From an optimization exercise on the open Yosys and OpenROAD flow, aimed at small area, a short achievable clock period and few clock cycles per item; shortcuts taken in it are not production practice. At most, simulation tests tie the RTL to the original design; equivalence was not proved. Power figures rest on the tool's default switching activity, not on a simulated workload.

main:
## dmem_wait
module dmem_wait (
    input  logic        clk,
    input  logic        reset,
    input  logic        req,
    input  logic        we,
    input  logic [1:0]  size,
    input  logic        signed_ld,
    input  logic [31:0] addr,
    input  logic [31:0] wdata,
    output logic [31:0] rdata,
    output logic        ready,
    output logic        err,
    output logic [31:0] io_out
);
    logic [63:0][31:0] r_mem;
    logic [31:0]       r_io_out;
    logic [31:0]       r_cyc;
    logic [31:0]       r_rdata;
    logic              r_ready;
    logic              r_err;
    logic        w_io, w_err, w_err_m, w_byte, w_half, w_word, w_ld, w_st;
    logic [1:0]  a;
    logic [3:0]  w_lane;
    logic [31:0] w_wrep;
    logic [31:0] w_cyc_next;
    always_comb begin
        a      = addr[1:0];
        w_io   = &addr[31:16];
        w_byte = (size == 2'd0);
        w_half = (size == 2'd1);
        w_word = (size == 2'd2);
        w_err_m = (size == 2'd3) | (w_half & a[0]) | (w_word & (a != 2'd0));
        w_err  = w_err_m | (w_io & ~w_word);
        w_ld   = ~we & ~w_err_m;
        w_st   = req & we & ~w_err;
        w_lane[0] = w_word | (w_half & ~a[1]) | (w_byte & (a == 2'd0));
        w_lane[1] = w_word | (w_half & ~a[1]) | (w_byte & (a == 2'd1));
        w_lane[2] = w_word | (w_half &  a[1]) | (w_byte & (a == 2'd2));
        w_lane[3] = w_word | (w_half &  a[1]) | (w_byte & (a == 2'd3));
        w_wrep[7:0]   = wdata[7:0];
        w_wrep[15:8]  = w_byte ? wdata[7:0] : wdata[15:8];
        w_wrep[23:16] = w_word ? wdata[23:16] : wdata[7:0];
        w_wrep[31:24] = w_word ? wdata[31:24] : (w_half ? wdata[15:8] : wdata[7:0]);
        w_cyc_next = r_cyc + 32'd1;
    end
    logic [7:0][3:0]  r_st_hl_n;
    logic [7:0]       r_st_lo_n;
    logic [31:0]      r_st_data;    
    logic [3:0]       w_lane_we;
    logic [63:0][3:0] w_we;
    assign w_lane_we = {4{req & we & ~w_err_m & ~w_io}} & w_lane;
    always_ff @(posedge clk) begin
        for (int h = 0; h < 8; h++) begin
            for (int k = 0; k < 4; k++) r_st_hl_n[h][k] <= ~((addr[7:5] == 3'(h)) & w_lane_we[k]);
        end
        for (int l = 0; l < 8; l++) r_st_lo_n[l] <= ~(addr[4:2] == 3'(l));
        r_st_data <= w_wrep;
    end
  ...
For scale: roughly 140 I/O pins, ~0.082 sq mm of cells after synthesis.
export LEC_CHECK = 0
export CAP_MARGIN = 20
export CORE_MARGIN = 2
export CORE_UTILIZATION = 65
export CTS_CLUSTER_DIAMETER = 100
export CTS_CLUSTER_SIZE = 22
export SETUP_SLACK_MARGIN = 2.4
export SLEW_MARGIN = 20
export SYNTH_HIERARCHICAL = 1
export SYNTH_MINIMUM_KEEP_SIZE = 0
export TNS_END_PERCENT = 100
create_clock -name core_clock -period 5.0 [get_ports {clk}]
standard.sh (not shown) runs the stock make flow with config.mk's settings and CLKGATE_MAP_FILE= SYNTH_SCRIPT=/design/flow/synth_recipe.tcl, a recipe that flattens the netlist after the stock synthesis.
==> flow/flow/run.sh <==
#!/bin/bash
# Own flow: the standard layout (standard.sh, with the standard flow's synthesis and the
# settings of config.mk), except that the input and output ports are buffered
# with buf_4 cells instead of the cell buffer_ports picks by default.
set -euo pipefail
export BUFFER_PORTS_ARGS="-buffer_cell sky130_fd_sc_hd__buf_4"
bash standard.sh finish > make_finish.log 2>&1
Input-level comparison between the feature branch and main:
diff --git a/flow/design.v b/flow/design.v
--- a/flow/design.v
+++ b/flow/design.v
@@ -67,37 +67,32 @@
                 if (w_we[i][k]) begin
                     r_mem[i][8*k +: 8] <= r_st_data[8*k +: 8];
                 end
             end
         end
     end
-    logic [7:0][7:0]  w_lo;
-    logic [3:0][7:0]  w_hi;
+    logic [3:0][7:0]  w_lo, w_hi;
     logic [7:0][31:0] w_grp;      
     logic [31:0]      w_rd;
-    for (genvar c = 0; c < 8; c++) begin : g_pdec
+    for (genvar c = 0; c < 4; c++) begin : g_pdec
         dmem_wait_pdec u_plo (.a(addr[4:2]), .y(w_lo[c]));
-    end
-    for (genvar c = 0; c < 4; c++) begin : g_pdec_m
         dmem_wait_pdec_m u_phi (.a(addr[7:5]), .ahi(addr[31:16]), .y(w_hi[c]));
     end
     for (genvar h = 0; h < 8; h++) begin : g_grp
         for (genvar j = 0; j < 32; j++) begin : g_b
-            dmem_wait_ao8 u_g (.sel(w_lo[j/4]),
+            dmem_wait_ao8 u_g (.sel(w_lo[j/8]),
                                .d({r_mem[8*h+7][j], r_mem[8*h+6][j], r_mem[8*h+5][j], r_mem[8*h+4][j],
                                    r_mem[8*h+3][j], r_mem[8*h+2][j], r_mem[8*h+1][j], r_mem[8*h][j]}),
                                .y(w_grp[h][j]));
         end
     end
     for (genvar j = 0; j < 32; j++) begin : g_rd
-        logic [3:0] t;
-        for (genvar g = 0; g < 4; g++) begin : g_t
-            dmem_wait_aoi22 u_t (.a0(w_hi[j/8][2*g]),   .b0(w_grp[2*g][j]),
-                                 .a1(w_hi[j/8][2*g+1]), .b1(w_grp[2*g+1][j]), .y(t[g]));
-        end
-        dmem_wait_nand4 u_w (.a(t[0]), .b(t[1]), .c(t[2]), .d(t[3]), .y(w_rd[j]));
+        dmem_wait_ao8 u_w (.sel(w_hi[j/8]),
+                           .d({w_grp[7][j], w_grp[6][j], w_grp[5][j], w_grp[4][j],
+                               w_grp[3][j], w_grp[2][j], w_grp[1][j], w_grp[0][j]}),
+                           .y(w_rd[j]));
     end
     logic        w_mld, w_io_o, w_io_c;
     logic [3:0]  w_b;
     logic [1:0]  w_h;
     logic        w_w;
     logic [31:0] w_load;
Findings:
The share of total power in combinational logic in the feature branch sits 0.2 points above the value recorded for main.
After detailed routing, main needs more wire than the feature branch.
Of the feature branch and main, it is the feature branch that has the higher post-CTS setup repair buffer count.
Looking at antenna cell count, the feature branch sits 1 lower than main does.
In the reports for main and the feature branch, the larger critical path depth belongs to the feature branch.
Relative to main, total chip power decreased by 0.44% in the feature branch.
For clock share of power, main and the feature branch come out practically identical.
On required time of the critical path, the feature branch tracks main almost exactly.
Testbench counts of the feature branch, summed over its fixed seeds: cycles 24,000, items 12,000.
For main, only the layout was checked, not whether the RTL still works.

---

The RTL this note starts from:
==> flow/design.v <==
module dmem_wait (
    input  logic        clk,
    input  logic        reset,
    input  logic        req,
    input  logic        we,
    input  logic [1:0]  size,
    input  logic        signed_ld,
    input  logic [31:0] addr,
    input  logic [31:0] wdata,
    output logic [31:0] rdata,
    output logic        ready,
    output logic        err,
    output logic [31:0] io_out
);
    logic [63:0][31:0] r_mem;
    logic [31:0]       r_io_out;
    logic [31:0]       r_io_rd_n;   
    logic [31:0]       r_cyc;
    logic [31:0]       r_rdata;
    logic              r_ready;
    logic              r_err;
    logic        w_io, w_err, w_err_m, w_byte, w_half, w_word, w_ld, w_st;
    logic [1:0]  a;
    logic [3:0]  w_lane;
    logic [31:0] w_wrep;
    logic [31:0] w_cyc_next;
    always_comb begin
        a      = addr[1:0];
        w_io   = &addr[31:16];
        w_byte = (size == 2'd0);
        w_half = (size == 2'd1);
        w_word = (size == 2'd2);
        w_err_m = (size == 2'd3) | (w_half & a[0]) | (w_word & (a != 2'd0));
        w_err  = w_err_m | (w_io & ~w_word);
        w_ld   = ~we & ~w_err_m;
        w_st   = req & we & ~w_err;
        w_lane[0] = w_word | (w_half & ~a[1]) | (w_byte & (a == 2'd0));
        w_lane[1] = w_word | (w_half & ~a[1]) | (w_byte & (a == 2'd1));
        w_lane[2] = w_word | (w_half &  a[1]) | (w_byte & (a == 2'd2));
        w_lane[3] = w_word | (w_half &  a[1]) | (w_byte & (a == 2'd3));
        w_wrep[7:0]   = wdata[7:0];
        w_wrep[15:8]  = w_byte ? wdata[7:0] : wdata[15:8];
        w_wrep[23:16] = w_word ? wdata[23:16] : wdata[7:0];
        w_wrep[31:24] = w_word ? wdata[31:24] : (w_half ? wdata[15:8] : wdata[7:0]);
        w_cyc_next = r_cyc + 32'd1;
    end
    logic [3:0]       w_lane_we;
    logic [63:0][3:0] w_we;
    assign w_lane_we = {4{req & we & ~w_err_m & ~w_io}} & w_lane;
    dmem_wait_wdec u_wdec (.a(addr[7:2]), .lane(w_lane_we), .y(w_we));
    always_ff @(posedge clk) begin
        for (int i = 0; i < 64; i++) begin
            for (int k = 0; k < 4; k++) begin
                if (w_we[i][k]) begin
                    r_mem[i][8*k +: 8] <= w_wrep[8*k +: 8];
                end
            end
        end
    end
    logic [3:0][7:0]  w_lo, w_hi;
    logic [7:0][31:0] w_grp;      
    logic [31:0]      w_rd;
    for (genvar c = 0; c < 4; c++) begin : g_pdec
        dmem_wait_pdec u_plo (.a(addr[4:2]), .y(w_lo[c]));
        dmem_wait_pdec_m u_phi (.a(addr[7:5]), .ahi(addr[31:16]), .y(w_hi[c]));
    end
    for (genvar h = 0; h < 8; h++) begin : g_grp
        for (genvar j = 0; j < 32; j++) begin : g_b
            dmem_wait_ao8 u_g (.sel(w_lo[j/8]),
                               .d({r_mem[8*h+7][j], r_mem[8*h+6][j], r_mem[8*h+5][j], r_mem[8*h+4][j],
                                   r_mem[8*h+3][j], r_mem[8*h+2][j], r_mem[8*h+1][j], r_mem[8*h][j]}),
                               .y(w_grp[h][j]));
        end
    end
    for (genvar j = 0; j < 32; j++) begin : g_rd
        dmem_wait_ao8 u_w (.sel(w_hi[j/8]),
                           .d({w_grp[7][j], w_grp[6][j], w_grp[5][j], w_grp[4][j],
                               w_grp[3][j], w_grp[2][j], w_grp[1][j], w_grp[0][j]}),
                           .y(w_rd[j]));
    end
    logic        w_mld, w_io_o, w_io_c;
    logic [3:0]  w_b, w_sb;
    logic [1:0]  w_h, w_sh;
    logic        w_w;
    logic [31:0] w_load;
    always_comb begin
        w_mld  = w_ld;
        w_io_o = ~we & w_word & w_io & (addr[15:0] == 16'h0000);
        w_io_c = ~we & w_word & w_io & (addr[15:0] == 16'h0004);
        w_b[0] = w_mld & (w_word | (w_half & ~a[1]) | (w_byte & (a == 2'd0)));
        w_b[1] = w_mld & w_byte & (a == 2'd1);
        w_b[2] = w_mld & ((w_half & a[1]) | (w_byte & (a == 2'd2)));
        w_b[3] = w_mld & w_byte & (a == 2'd3);
        w_h[0] = w_mld & (w_word | (w_half & ~a[1]));
        w_h[1] = w_mld & w_half & a[1];
        w_w    = w_mld & w_word;
        for (int k = 0; k < 4; k++) w_sb[k] = w_mld & signed_ld & w_byte & (a == 2'(k));
        w_sh[0] = w_mld & signed_ld & w_half & ~a[1];
        w_sh[1] = w_mld & signed_ld & w_half & a[1];
    end
    logic [7:0] w_sbg, w_shg;
    for (genvar h = 0; h < 8; h++) begin : g_sg
        dmem_wait_ao4 u_sb (.a0(w_sb[0]), .b0(w_grp[h][7]),  .a1(w_sb[1]), .b1(w_grp[h][15]),
                            .a2(w_sb[2]), .b2(w_grp[h][23]), .a3(w_sb[3]), .b3(w_grp[h][31]),
                            .y(w_sbg[h]));
        dmem_wait_ao22 u_sh (.a0(w_sh[0]), .b0(w_grp[h][15]), .a1(w_sh[1]), .b1(w_grp[h][31]),
                             .y(w_shg[h]));
    end
    logic [2:0] w_sb_n;
    logic [1:0] w_sh_n;
    for (genvar c = 0; c < 3; c++) begin : g_sbn
        dmem_wait_ao8n u_s (.sel(w_hi[c+1]), .d(w_sbg), .y_n(w_sb_n[c]));
    end
    for (genvar c = 0; c < 2; c++) begin : g_shn
        dmem_wait_ao8n u_s (.sel(w_hi[c+2]), .d(w_shg), .y_n(w_sh_n[c]));
    end
    for (genvar i = 0; i < 8; i++) begin : g_l0
        logic p0, p1, p2;
        dmem_wait_aoi22 u_p0 (.a0(w_b[0]), .b0(w_rd[i]),    .a1(w_b[1]), .b1(w_rd[8+i]),  .y(p0));
        dmem_wait_aoi22 u_p1 (.a0(w_b[2]), .b0(w_rd[16+i]), .a1(w_b[3]), .b1(w_rd[24+i]), .y(p1));
        dmem_wait_aoi22 u_p2 (.a0(w_io_o), .b0(~r_io_rd_n[i]), .a1(w_io_c), .b1(w_cyc_next[i]), .y(p2));
        dmem_wait_nand3 u_y (.a(p0), .b(p1), .c(p2), .y(w_load[i]));
    end
    for (genvar i = 8; i < 16; i++) begin : g_l1
        logic p0, p1;
        dmem_wait_aoi22 u_p0 (.a0(w_h[0]), .b0(w_rd[i]), .a1(w_h[1]), .b1(w_rd[16+i]), .y(p0));
        dmem_wait_aoi22 u_p1 (.a0(w_io_o), .b0(~r_io_rd_n[i]), .a1(w_io_c), .b1(w_cyc_next[i]), .y(p1));
        dmem_wait_nand3 u_y (.a(p0), .b(p1), .c(w_sb_n[0]), .y(w_load[i]));
    end
    for (genvar i = 16; i < 32; i++) begin : g_l2
        logic p0, p1;
        dmem_wait_aoi22 u_p0 (.a0(w_w), .b0(w_rd[i]), .a1(w_io_o), .b1(~r_io_rd_n[i]), .y(p0));
        dmem_wait_nand2 u_p1 (.a(w_io_c), .b(w_cyc_next[i]), .y(p1));
        dmem_wait_nand4 u_y (.a(p0), .b(p1), .c(w_sb_n[i/8-1]), .d(w_sh_n[i/8-2]), .y(w_load[i]));
    end
    always_ff @(posedge clk) begin
        r_rdata <= w_load;
        r_err   <= w_err;
    end
    always_ff @(posedge clk) begin
        if (reset) r_ready <= 1'b0;
        else       r_ready <= req;
    end
    always_ff @(posedge clk) begin
        if (reset) begin
            r_io_out <= '0;
            r_io_rd_n <= '1;
        end else if (w_st & w_io & (addr[15:0] == 16'h0000)) begin
            r_io_out <= wdata;
            r_io_rd_n <= ~wdata;
        end
    end
    always_ff @(posedge clk) begin
        if (reset) r_cyc <= '0;
        else       r_cyc <= w_cyc_next;
    end
    assign rdata  = r_rdata;
    assign ready  = r_ready;
    assign err    = r_err;
    assign io_out = r_io_out;
endmodule
module dmem_wait_pdec (
    input  logic [2:0] a,
    output logic [7:0] y
);
    always_comb begin
        for (int l = 0; l < 8; l++) y[l] = (a == 3'(l));
    end
endmodule
module dmem_wait_pdec_m (
    input  logic [2:0]  a,
    input  logic [15:0] ahi,
    output logic [7:0]  y
);
    always_comb begin
        for (int l = 0; l < 8; l++) y[l] = ~&ahi & (a == 3'(l));
    end
endmodule
module dmem_wait_wdec (
    input  logic [5:0]        a,
    input  logic [3:0]        lane,
    output logic [63:0][3:0]  y
);
    logic [7:0][3:0] hl_n;   
    logic [7:0]      lo_n;   
    always_comb begin
        for (int h = 0; h < 8; h++) begin
            for (int k = 0; k < 4; k++) hl_n[h][k] = ~((a[5:3] == 3'(h)) & lane[k]);
        end
        for (int l = 0; l < 8; l++) lo_n[l] = ~(a[2:0] == 3'(l));
    end
    for (genvar i = 0; i < 64; i++) begin : g_w
        for (genvar k = 0; k < 4; k++) begin : g_k
            dmem_wait_nor2 u_n (.a(hl_n[i/8][k]), .b(lo_n[i%8]), .y(y[i][k]));
        end
    end
endmodule
module dmem_wait_ao8 (
    input  logic [7:0] sel,
    input  logic [7:0] d,
    output logic       y
);
    logic [3:0] t;
    always_comb begin
        for (int g = 0; g < 4; g++) t[g] = ~((sel[2*g] & d[2*g]) | (sel[2*g+1] & d[2*g+1]));
        y = ~&t;
    end
endmodule
module dmem_wait_ao8n (
    input  logic [7:0] sel,
    input  logic [7:0] d,
    output logic       y_n
);
    logic [3:0] t;
    always_comb begin
        for (int g = 0; g < 4; g++) t[g] = ~((sel[2*g] & d[2*g]) | (sel[2*g+1] & d[2*g+1]));
        y_n = &t;
    end
endmodule
module dmem_wait_ao4 (
    input  logic a0, b0, a1, b1, a2, b2, a3, b3,
    output logic y
);
    logic t0, t1;
    always_comb begin
        t0 = ~((a0 & b0) | (a1 & b1));
        t1 = ~((a2 & b2) | (a3 & b3));
        y  = ~(t0 & t1);
    end
endmodule
module dmem_wait_ao22 (
    input  logic a0, b0, a1, b1,
    output logic y
);
    assign y = (a0 & b0) | (a1 & b1);
endmodule
module dmem_wait_nand2 (
    input  logic a, b,
    output logic y
);
    assign y = ~(a & b);
endmodule
module dmem_wait_nand4 (
    input  logic a, b, c, d,
    output logic y
);
    assign y = ~(a & b & c & d);
endmodule
module dmem_wait_nor2 (
    input  logic a, b,
    output logic y
);
    assign y = ~(a | b);
endmodule
module dmem_wait_aoi22 (
    input  logic a0, b0, a1, b1,
    output logic y
);
    assign y = ~((a0 & b0) | (a1 & b1));
endmodule
module dmem_wait_nand3 (
    input  logic a, b, c,
    output logic y
);
    assign y = ~(a & b & c);
endmodule
Settings: LEC_CHECK=0, CAP_MARGIN=20, CORE_MARGIN=2, CORE_UTILIZATION=65, CTS_CLUSTER_DIAMETER=100, CTS_CLUSTER_SIZE=22, SETUP_SLACK_MARGIN=2.7, SLEW_MARGIN=20, SYNTH_HIERARCHICAL=1, SYNTH_MINIMUM_KEEP_SIZE=0, TNS_END_PERCENT=10; clock period 5.0 ns.
Scripts as last shown in full above: flow/flow/run.sh
Rerun with:
--- a/flow/design.v
+++ b/flow/design.v
@@ -12,11 +12,10 @@
     output logic        err,
     output logic [31:0] io_out
 );
     logic [63:0][31:0] r_mem;
     logic [31:0]       r_io_out;
-    logic [31:0]       r_io_rd_n;   
     logic [31:0]       r_cyc;
     logic [31:0]       r_rdata;
     logic              r_ready;
     logic              r_err;
     logic        w_io, w_err, w_err_m, w_byte, w_half, w_word, w_ld, w_st;
@@ -42,19 +41,25 @@
         w_wrep[15:8]  = w_byte ? wdata[7:0] : wdata[15:8];
         w_wrep[23:16] = w_word ? wdata[23:16] : wdata[7:0];
         w_wrep[31:24] = w_word ? wdata[31:24] : (w_half ? wdata[15:8] : wdata[7:0]);
         w_cyc_next = r_cyc + 32'd1;
     end
-    logic [3:0]       w_lane_we;
+    logic [3:0]       r_st_lane;    
+    logic [5:0]       r_st_idx;
+    logic [31:0]      r_st_data;    
     logic [63:0][3:0] w_we;
-    assign w_lane_we = {4{req & we & ~w_err_m & ~w_io}} & w_lane;
-    dmem_wait_wdec u_wdec (.a(addr[7:2]), .lane(w_lane_we), .y(w_we));
+    always_ff @(posedge clk) begin
+        r_st_lane <= {4{req & we & ~w_err_m & ~w_io}} & w_lane;
+        r_st_idx  <= addr[7:2];
+        r_st_data <= w_wrep;
+    end
+    dmem_wait_wdec u_wdec (.a(r_st_idx), .lane(r_st_lane), .y(w_we));
     always_ff @(posedge clk) begin
         for (int i = 0; i < 64; i++) begin
             for (int k = 0; k < 4; k++) begin
                 if (w_we[i][k]) begin
-                    r_mem[i][8*k +: 8] <= w_wrep[8*k +: 8];
+                    r_mem[i][8*k +: 8] <= r_st_data[8*k +: 8];
                 end
             end
         end
     end
     logic [3:0][7:0]  w_lo, w_hi;
@@ -116,22 +121,22 @@
     end
     for (genvar i = 0; i < 8; i++) begin : g_l0
         logic p0, p1, p2;
         dmem_wait_aoi22 u_p0 (.a0(w_b[0]), .b0(w_rd[i]),    .a1(w_b[1]), .b1(w_rd[8+i]),  .y(p0));
         dmem_wait_aoi22 u_p1 (.a0(w_b[2]), .b0(w_rd[16+i]), .a1(w_b[3]), .b1(w_rd[24+i]), .y(p1));
-        dmem_wait_aoi22 u_p2 (.a0(w_io_o), .b0(~r_io_rd_n[i]), .a1(w_io_c), .b1(w_cyc_next[i]), .y(p2));
+        dmem_wait_aoi22 u_p2 (.a0(w_io_o), .b0(r_io_out[i]), .a1(w_io_c), .b1(w_cyc_next[i]), .y(p2));
         dmem_wait_nand3 u_y (.a(p0), .b(p1), .c(p2), .y(w_load[i]));
     end
     for (genvar i = 8; i < 16; i++) begin : g_l1
         logic p0, p1;
         dmem_wait_aoi22 u_p0 (.a0(w_h[0]), .b0(w_rd[i]), .a1(w_h[1]), .b1(w_rd[16+i]), .y(p0));
-        dmem_wait_aoi22 u_p1 (.a0(w_io_o), .b0(~r_io_rd_n[i]), .a1(w_io_c), .b1(w_cyc_next[i]), .y(p1));
+        dmem_wait_aoi22 u_p1 (.a0(w_io_o), .b0(r_io_out[i]), .a1(w_io_c), .b1(w_cyc_next[i]), .y(p1));
         dmem_wait_nand3 u_y (.a(p0), .b(p1), .c(w_sb_n[0]), .y(w_load[i]));
     end
     for (genvar i = 16; i < 32; i++) begin : g_l2
         logic p0, p1;
-        dmem_wait_aoi22 u_p0 (.a0(w_w), .b0(w_rd[i]), .a1(w_io_o), .b1(~r_io_rd_n[i]), .y(p0));
+        dmem_wait_aoi22 u_p0 (.a0(w_w), .b0(w_rd[i]), .a1(w_io_o), .b1(r_io_out[i]), .y(p0));
         dmem_wait_nand2 u_p1 (.a(w_io_c), .b(w_cyc_next[i]), .y(p1));
         dmem_wait_nand4 u_y (.a(p0), .b(p1), .c(w_sb_n[i/8-1]), .d(w_sh_n[i/8-2]), .y(w_load[i]));
     end
     always_ff @(posedge clk) begin
         r_rdata <= w_load;
@@ -142,14 +147,12 @@
         else       r_ready <= req;
     end
     always_ff @(posedge clk) begin
         if (reset) begin
             r_io_out <= '0;
-            r_io_rd_n <= '1;
         end else if (w_st & w_io & (addr[15:0] == 16'h0000)) begin
             r_io_out <= wdata;
-            r_io_rd_n <= ~wdata;
         end
     end
     always_ff @(posedge clk) begin
         if (reset) r_cyc <= '0;
         else       r_cyc <= w_cyc_next;
Effect: Core utilization came out lower by 0.57 points; critical path depth is lower by 10; combinational power barely changes; register-to-register slack gets worse by 0.12 ns; worst setup slack improves by 0.14 ns; power went up by 0.75%; via count grows by 0.48%; clock skew came out higher by 0.016 ns.
Function was not checked in any run of this note: the RTL went through the layout flow alone.

-- re-timing with driven ports --
How much do the figures lean on ideal ports? The routed layouts below were timed once more, with nothing changed but the port constraints.
Step 1: set_driving_cell puts a clkbuf_16 on clk and a buf_2 on each other input, an assumption about the parent block.
Step 2 adds t to the input delays and takes it off the output delays; t is the mean of the earliest and latest rising clock arrival at the registers after step 1. Input paths then give back, and output paths get back, about the clock's delay inside the block.
Three values: ideal, step 1, step 2; two values: the first two.
run | t (ns) | setup slack, ns | worst setup path at the end | pins driven straight from the clock port
main | 0.837 | 2.346 / 2.048 / 1.210 | input to register | 1
the feature branch | 0.837 | 2.318 / 2.049 / 1.212 | input to register | 1
the first run of note 2 | 0.849 | 2.141 / 1.884 / 1.035 | input to register | 1
the second run of note 2 | 0.838 | 2.285 / 2.047 / 1.209 | input to register | 1
After both steps setup and hold are still met in every run listed. For main, which loses most, drivers alone change the setup slack by -0.298 ns; drivers and shift together by -1.136 ns.
